Source: an optimization exercise on an open RTL-to-GDS flow (aim: small area). Production flows keep margins and buffers that such runs may drop. Only simulation tests tie the RTL to the original design; equivalence was not proved.

Setup of the reference run:
// mul_div_unit
module mul_div_unit (
  input  logic        clk,
  input  logic        rst,
  input  logic        start,
  input  logic [2:0]  funct3,
  input  logic [31:0] operand_a,
  input  logic [31:0] operand_b,
  input  logic [4:0]  rd_in,
  input  logic        flush,
  output logic        busy,
  output logic        done,
  output logic [31:0] result,
  output logic [4:0]  rd_out
);
==> module mul_div_unit, before the edit <==
module mul_div_unit (
  input  logic        clk,
  input  logic        rst,
  input  logic        start,
  input  logic [2:0]  funct3,
  input  logic [31:0] operand_a,
  input  logic [31:0] operand_b,
  input  logic [4:0]  rd_in,
  input  logic        flush,
  output logic        busy,
  output logic        done,
  output logic [31:0] result,
  output logic [4:0]  rd_out
);
  mdu_pkg::state_e st, st_n;
  logic [65:0] w_q;
  logic [32:0] b_q;
  logic [2:0]  op_q;
  logic [4:0]  rd_q;
  logic [2:0]  c_q;       
  logic [4:0]  k_q;       
  logic        dly_q;     
  logic        cy_q;      
  logic        sgn_q;     
  logic        negf_q;    
  logic        bneg_q;    
  logic s_idle, s_clr, s_ha, s_mst, s_d0, s_dst, s_f, s_g, s_hz;
  logic idl_q, act_q;
  assign s_idle = idl_q;
  assign s_clr  = (st == mdu_pkg::CLR);
  assign s_ha   = (st == mdu_pkg::HA);
  assign s_mst  = (st == mdu_pkg::MST);
  assign s_d0   = (st == mdu_pkg::D0);
  assign s_dst  = (st == mdu_pkg::DST);
  assign s_f    = (st == mdu_pkg::F);
  assign s_g    = (st == mdu_pkg::G);
  assign s_hz   = (st == mdu_pkg::HZ);
  logic c0, c3, c5, lo, half, last_c, last_k;
  logic c2;
  assign c0     = ~c_q[2] & ~c_q[0];
  assign c2     =  c_q[1] & ~c_q[0];
  assign c3     =  c_q[2] &  c_q[0];
  assign c5     = ~c_q[1] &  c_q[0];
  assign lo     = ~c_q[0];                         
  assign half   = s_ha | s_hz;
  assign last_c = half ? c2 : c5;
  assign last_k = (k_q == 5'd31);
  logic is_div, is_rem, is_mul, mul_hi;
  assign is_mul = ~op_q[2];
  assign is_div = op_q[2] & ~op_q[1];
  assign is_rem = op_q[2] &  op_q[1];
  assign mul_hi = (op_q[1:0] != 2'b00);
  logic accept;
  assign accept = start & ~flush & s_idle;
  logic        neg_comb, neg_g, g_eff;
  logic        xz, xinv, yen, ysub, cin, prop3, cin0, cin3;
  logic [10:0] xd, yd, sd;
  logic        cout;
  assign neg_comb = is_div ? ((negf_q ^ bneg_q) & ~w_q[31])
                  : is_rem ? negf_q : (negf_q ^ bneg_q);
  assign neg_g    = c0 ? neg_comb : negf_q;
  assign g_eff    = c0 ? w_q[65] : (c_q[1] ? w_q[43] : w_q[54]);
  always_comb begin
    xz   = 1'b0;
    xinv = 1'b0;
    yen  = 1'b0;
    ysub = 1'b0;
    cin0 = 1'b0;
    cin3 = 1'b0;
    if (s_clr | s_d0) begin
      xz   = ~lo;
      xinv = lo & negf_q;
      cin0 = negf_q;
    end else if (s_mst) begin
      yen  = lo & g_eff;
      ysub = bneg_q;
      cin0 = g_eff & bneg_q;
    end else if (s_dst) begin
      yen  = ~lo;
      ysub = ~(sgn_q ^ bneg_q);
      cin3 = ~(sgn_q ^ bneg_q);
    end else if (s_f) begin
      yen  = ~lo & sgn_q;
      ysub = bneg_q;
      cin3 = sgn_q & bneg_q;
    end else if (s_g) begin
      xinv = neg_g & (is_div ? lo : (is_rem ? ~lo : 1'b1));
      cin0 = neg_g & ~is_rem;
      cin3 = neg_g & is_rem;
    end
  end
  assign prop3 = s_mst | (s_g & is_mul);
  assign cin   = c0 ? cin0 : ((c3 & ~prop3) ? cin3 : cy_q);
  assign xd    = xz ? 11'd0 : (w_q[10:0] ^ {11{xinv}});
  assign yd    = yen ? (b_q[10:0] ^ {11{ysub}}) : 11'd0;
  logic [11:0] cc;
  assign cc[0] = cin;
  for (genvar i = 0; i < 11; i++) begin : g_fa
    assign sd[i]   = xd[i] ^ yd[i] ^ cc[i];
    assign cc[i+1] = (xd[i] & yd[i]) | (xd[i] & cc[i]) | (yd[i] & cc[i]);
  end
  assign cout = cc[11];
  logic        lmode, bot;
  logic [10:0] wd;
  assign lmode = s_mst | s_d0 | s_g | (s_dst & ~(last_k & ~lo)) | (s_f & lo);
  assign bot   = c0 ? (s_mst ? 1'b0 : ((s_dst | s_f) ? ~dly_q : dly_q)) : dly_q;
  assign wd    = lmode ? {sd[9:0], bot} : sd;
  always_comb begin
    st_n = st;
    case (st)
      mdu_pkg::IDLE: if (accept) st_n = funct3[2] ? mdu_pkg::D0 : mdu_pkg::CLR;
      mdu_pkg::CLR:  if (last_c) st_n = mdu_pkg::HA;
      mdu_pkg::HA:   if (last_c) st_n = mdu_pkg::MST;
      mdu_pkg::MST:  if (last_c & last_k) st_n = mul_hi ? mdu_pkg::G : mdu_pkg::IDLE;
      mdu_pkg::D0:   if (last_c) st_n = mdu_pkg::DST;
      mdu_pkg::DST:  if (last_c & last_k) st_n = mdu_pkg::F;
      mdu_pkg::F:    if (last_c) st_n = mdu_pkg::G;
      mdu_pkg::G:    if (last_c) st_n = is_div ? mdu_pkg::IDLE : mdu_pkg::HZ;
      mdu_pkg::HZ:   if (last_c) st_n = mdu_pkg::IDLE;
      default:       st_n = mdu_pkg::IDLE;
    endcase
  end
  logic finish;
  assign finish = last_c & ((s_mst & last_k & ~mul_hi) | (s_g & is_div) | s_hz);
  always_ff @(posedge clk or posedge rst) begin
    if (rst) begin
      st    <= mdu_pkg::IDLE;
      idl_q <= 1'b1;
      act_q <= 1'b0;
      done  <= 1'b0;
    end else if (flush) begin
      st    <= mdu_pkg::IDLE;
      idl_q <= 1'b1;
      act_q <= 1'b0;
      done  <= 1'b0;
    end else begin
      st    <= st_n;
      idl_q <= (st_n == mdu_pkg::IDLE);
      act_q <= (st_n != mdu_pkg::IDLE);
      done  <= finish;
    end
  end
  assign busy = ~s_idle;
  logic bext_in, aneg_in;
  assign bext_in = operand_b[31] & (funct3[2] ? ~funct3[0] : (funct3[1:0] == 2'b01));
  assign aneg_in = operand_a[31] & (funct3[2] ? ~funct3[0] : (funct3[1] ^ funct3[0]));
  always_ff @(posedge clk) begin
    cy_q  <= cout;
    dly_q <= sd[10];
    w_q[32:0] <= ({33{idl_q}} & {operand_a, 1'b0}) | ({33{act_q}} & w_q[43:11]);
    b_q       <= ({33{idl_q}} & {bext_in, operand_b}) | ({33{act_q}} & {b_q[10:0], b_q[32:11]});
    if (s_idle) begin
      op_q      <= funct3;
      rd_q      <= rd_in;
      negf_q    <= aneg_in;
      bneg_q    <= bext_in;
      c_q       <= 3'd0;
      k_q       <= 5'd0;
    end else begin
      c_q       <= (half & c2) ? 3'd0 : {~c_q[0], c_q[2], c_q[1]};
      if ((s_mst | s_dst) & c5) k_q <= k_q + 5'd1;
      if (s_g & c0) negf_q <= neg_comb;
    end
    w_q[65:33] <= {wd, w_q[65:44]};
    if ((s_d0 | s_dst) & c5) sgn_q <= sd[10];
  end
  assign result = w_q[32:1];
  assign rd_out = rd_q;
endmodule
Settings: LEC_CHECK=0, CAP_MARGIN=20, CORE_MARGIN=2, CORE_UTILIZATION=40, SLEW_MARGIN=20; clock period 10.0 ns.
run.sh (not shown) runs the stock make flow with config.mk's settings and CLKGATE_MAP_FILE= SYNTH_SCRIPT=/design/flow/synth_recipe.tcl, a recipe that flattens the netlist after the stock synthesis.
#### Input delta (the trial run over the reference run)
diff --git a/flow/design.v b/flow/design.v
--- a/flow/design.v
+++ b/flow/design.v
@@ -42,33 +42,31 @@
   logic [4:0]  rd_q;
   logic [2:0]  c_q;       
   logic [4:0]  k_q;       
   logic        dly_q;     
   logic        cy_q;      
+  logic        g_q;       
   logic        sgn_q;     
   logic        negf_q;    
   logic        bneg_q;    
   logic s_idle, s_clr, s_ha, s_mst, s_d0, s_dst, s_f, s_g, s_hz;
-  logic idl_q, act_q;
-  assign s_idle = idl_q;
+  assign s_idle = (st == mdu_pkg::IDLE);
   assign s_clr  = (st == mdu_pkg::CLR);
   assign s_ha   = (st == mdu_pkg::HA);
   assign s_mst  = (st == mdu_pkg::MST);
   assign s_d0   = (st == mdu_pkg::D0);
   assign s_dst  = (st == mdu_pkg::DST);
   assign s_f    = (st == mdu_pkg::F);
   assign s_g    = (st == mdu_pkg::G);
   assign s_hz   = (st == mdu_pkg::HZ);
   logic c0, c3, c5, lo, half, last_c, last_k;
-  logic c2;
-  assign c0     = ~c_q[2] & ~c_q[0];
-  assign c2     =  c_q[1] & ~c_q[0];
-  assign c3     =  c_q[2] &  c_q[0];
-  assign c5     = ~c_q[1] &  c_q[0];
-  assign lo     = ~c_q[0];                         
+  assign c0     = (c_q == 3'd0);
+  assign c3     = (c_q == 3'd3);
+  assign c5     = (c_q == 3'd5);
+  assign lo     = ~c_q[2] & ~(c_q[1] & c_q[0]);    
   assign half   = s_ha | s_hz;
-  assign last_c = half ? c2 : c5;
+  assign last_c = half ? (c_q == 3'd2) : c5;
   assign last_k = (k_q == 5'd31);
   logic is_div, is_rem, is_mul, mul_hi;
   assign is_mul = ~op_q[2];
   assign is_div = op_q[2] & ~op_q[1];
   assign is_rem = op_q[2] &  op_q[1];
@@ -80,11 +78,11 @@
   logic [10:0] xd, yd, sd;
   logic        cout;
   assign neg_comb = is_div ? ((negf_q ^ bneg_q) & ~w_q[31])
                   : is_rem ? negf_q : (negf_q ^ bneg_q);
   assign neg_g    = c0 ? neg_comb : negf_q;
-  assign g_eff    = c0 ? w_q[65] : (c_q[1] ? w_q[43] : w_q[54]);
+  assign g_eff    = c0 ? w_q[65] : g_q;
   always_comb begin
     xz   = 1'b0;
     xinv = 1'b0;
     yen  = 1'b0;
     ysub = 1'b0;
@@ -145,48 +143,45 @@
   end
   logic finish;
   assign finish = last_c & ((s_mst & last_k & ~mul_hi) | (s_g & is_div) | s_hz);
   always_ff @(posedge clk or posedge rst) begin
     if (rst) begin
-      st    <= mdu_pkg::IDLE;
-      idl_q <= 1'b1;
-      act_q <= 1'b0;
-      done  <= 1'b0;
+      st   <= mdu_pkg::IDLE;
+      done <= 1'b0;
     end else if (flush) begin
-      st    <= mdu_pkg::IDLE;
-      idl_q <= 1'b1;
-      act_q <= 1'b0;
-      done  <= 1'b0;
+      st   <= mdu_pkg::IDLE;
+      done <= 1'b0;
     end else begin
-      st    <= st_n;
-      idl_q <= (st_n == mdu_pkg::IDLE);
-      act_q <= (st_n != mdu_pkg::IDLE);
-      done  <= finish;
+      st   <= st_n;
+      done <= finish;
     end
   end
   assign busy = ~s_idle;
   logic bext_in, aneg_in;
   assign bext_in = operand_b[31] & (funct3[2] ? ~funct3[0] : (funct3[1:0] == 2'b01));
   assign aneg_in = operand_a[31] & (funct3[2] ? ~funct3[0] : (funct3[1] ^ funct3[0]));
   always_ff @(posedge clk) begin
     cy_q  <= cout;
     dly_q <= sd[10];
-    w_q[32:0] <= ({33{idl_q}} & {operand_a, 1'b0}) | ({33{act_q}} & w_q[43:11]);
-    b_q       <= ({33{idl_q}} & {bext_in, operand_b}) | ({33{act_q}} & {b_q[10:0], b_q[32:11]});
     if (s_idle) begin
+      w_q[32:0] <= {operand_a, 1'b0};
+      b_q       <= {bext_in, operand_b};
       op_q      <= funct3;
       rd_q      <= rd_in;
       negf_q    <= aneg_in;
       bneg_q    <= bext_in;
       c_q       <= 3'd0;
       k_q       <= 5'd0;
     end else begin
-      c_q       <= (half & c2) ? 3'd0 : {~c_q[0], c_q[2], c_q[1]};
+      w_q[32:0] <= w_q[43:11];
+      b_q       <= {b_q[10:0], b_q[32:11]};
+      c_q       <= last_c ? 3'd0 : c_q + 3'd1;
       if ((s_mst | s_dst) & c5) k_q <= k_q + 5'd1;
       if (s_g & c0) negf_q <= neg_comb;
     end
     w_q[65:33] <= {wd, w_q[65:44]};
+    if (c0) g_q <= w_q[65];
     if ((s_d0 | s_dst) & c5) sgn_q <= sd[10];
   end
   assign result = w_q[32:1];
   assign rd_out = rd_q;
 endmodule
Share of the cycle needed by the critical path after routing: the trial run < the reference run. Relative to the reference run, the register bit total from synthesis measured on the trial run has decreased slightly. Shortest clock period the worst path allows after layout (lower): the trial run. Per the comparison of the trial run with the reference run, post-synth design cell area shows an increase of 200 um2; required time reported for the critical path endpoint shows no meaningful change; maximum fanout encountered on the critical timing path shows an increase of 10%. First-iteration DRC count sits higher in the trial run than in the reference run. Compared to the reference run, the router laid down more metal wire for the trial run. The trial run went all the way through synthesis, placement and routing and the layout is clean on timing, DRC and antenna.

-- what the ideal ports hide --
In the flow no input, the clock included, has a driving cell. The finished layouts below were timed again as built, in two steps.
Step 1 assumes that a clkbuf_16 drives the clock port and a buf_2 every other input.
Step 2 adds t to the input delays and takes it off the output delays; t is the mean of the earliest and latest rising clock arrival at the registers after step 1. Input paths then give back, and output paths get back, about the clock's delay inside the block.
a / b / c = no drivers / after step 1 / after step 2; a / b = the first two.
| run | shift t [ns] | setup slack, ns | hold slack, ns | worst setup path at the end | worst data-port slew with drivers (ns) |
|---|---|---|---|---|---|
| the reference run | 0.447 | 2.745 / 2.745 / 2.745 | 0.323 / 0.323 / 0.323 | register to register | 0.05 |
| the trial run | 0.448 | 3.298 / 3.298 / 3.298 | 0.321 / 0.321 / 0.321 | register to register | 0.05 |
After both steps setup and hold are still met in every run listed.
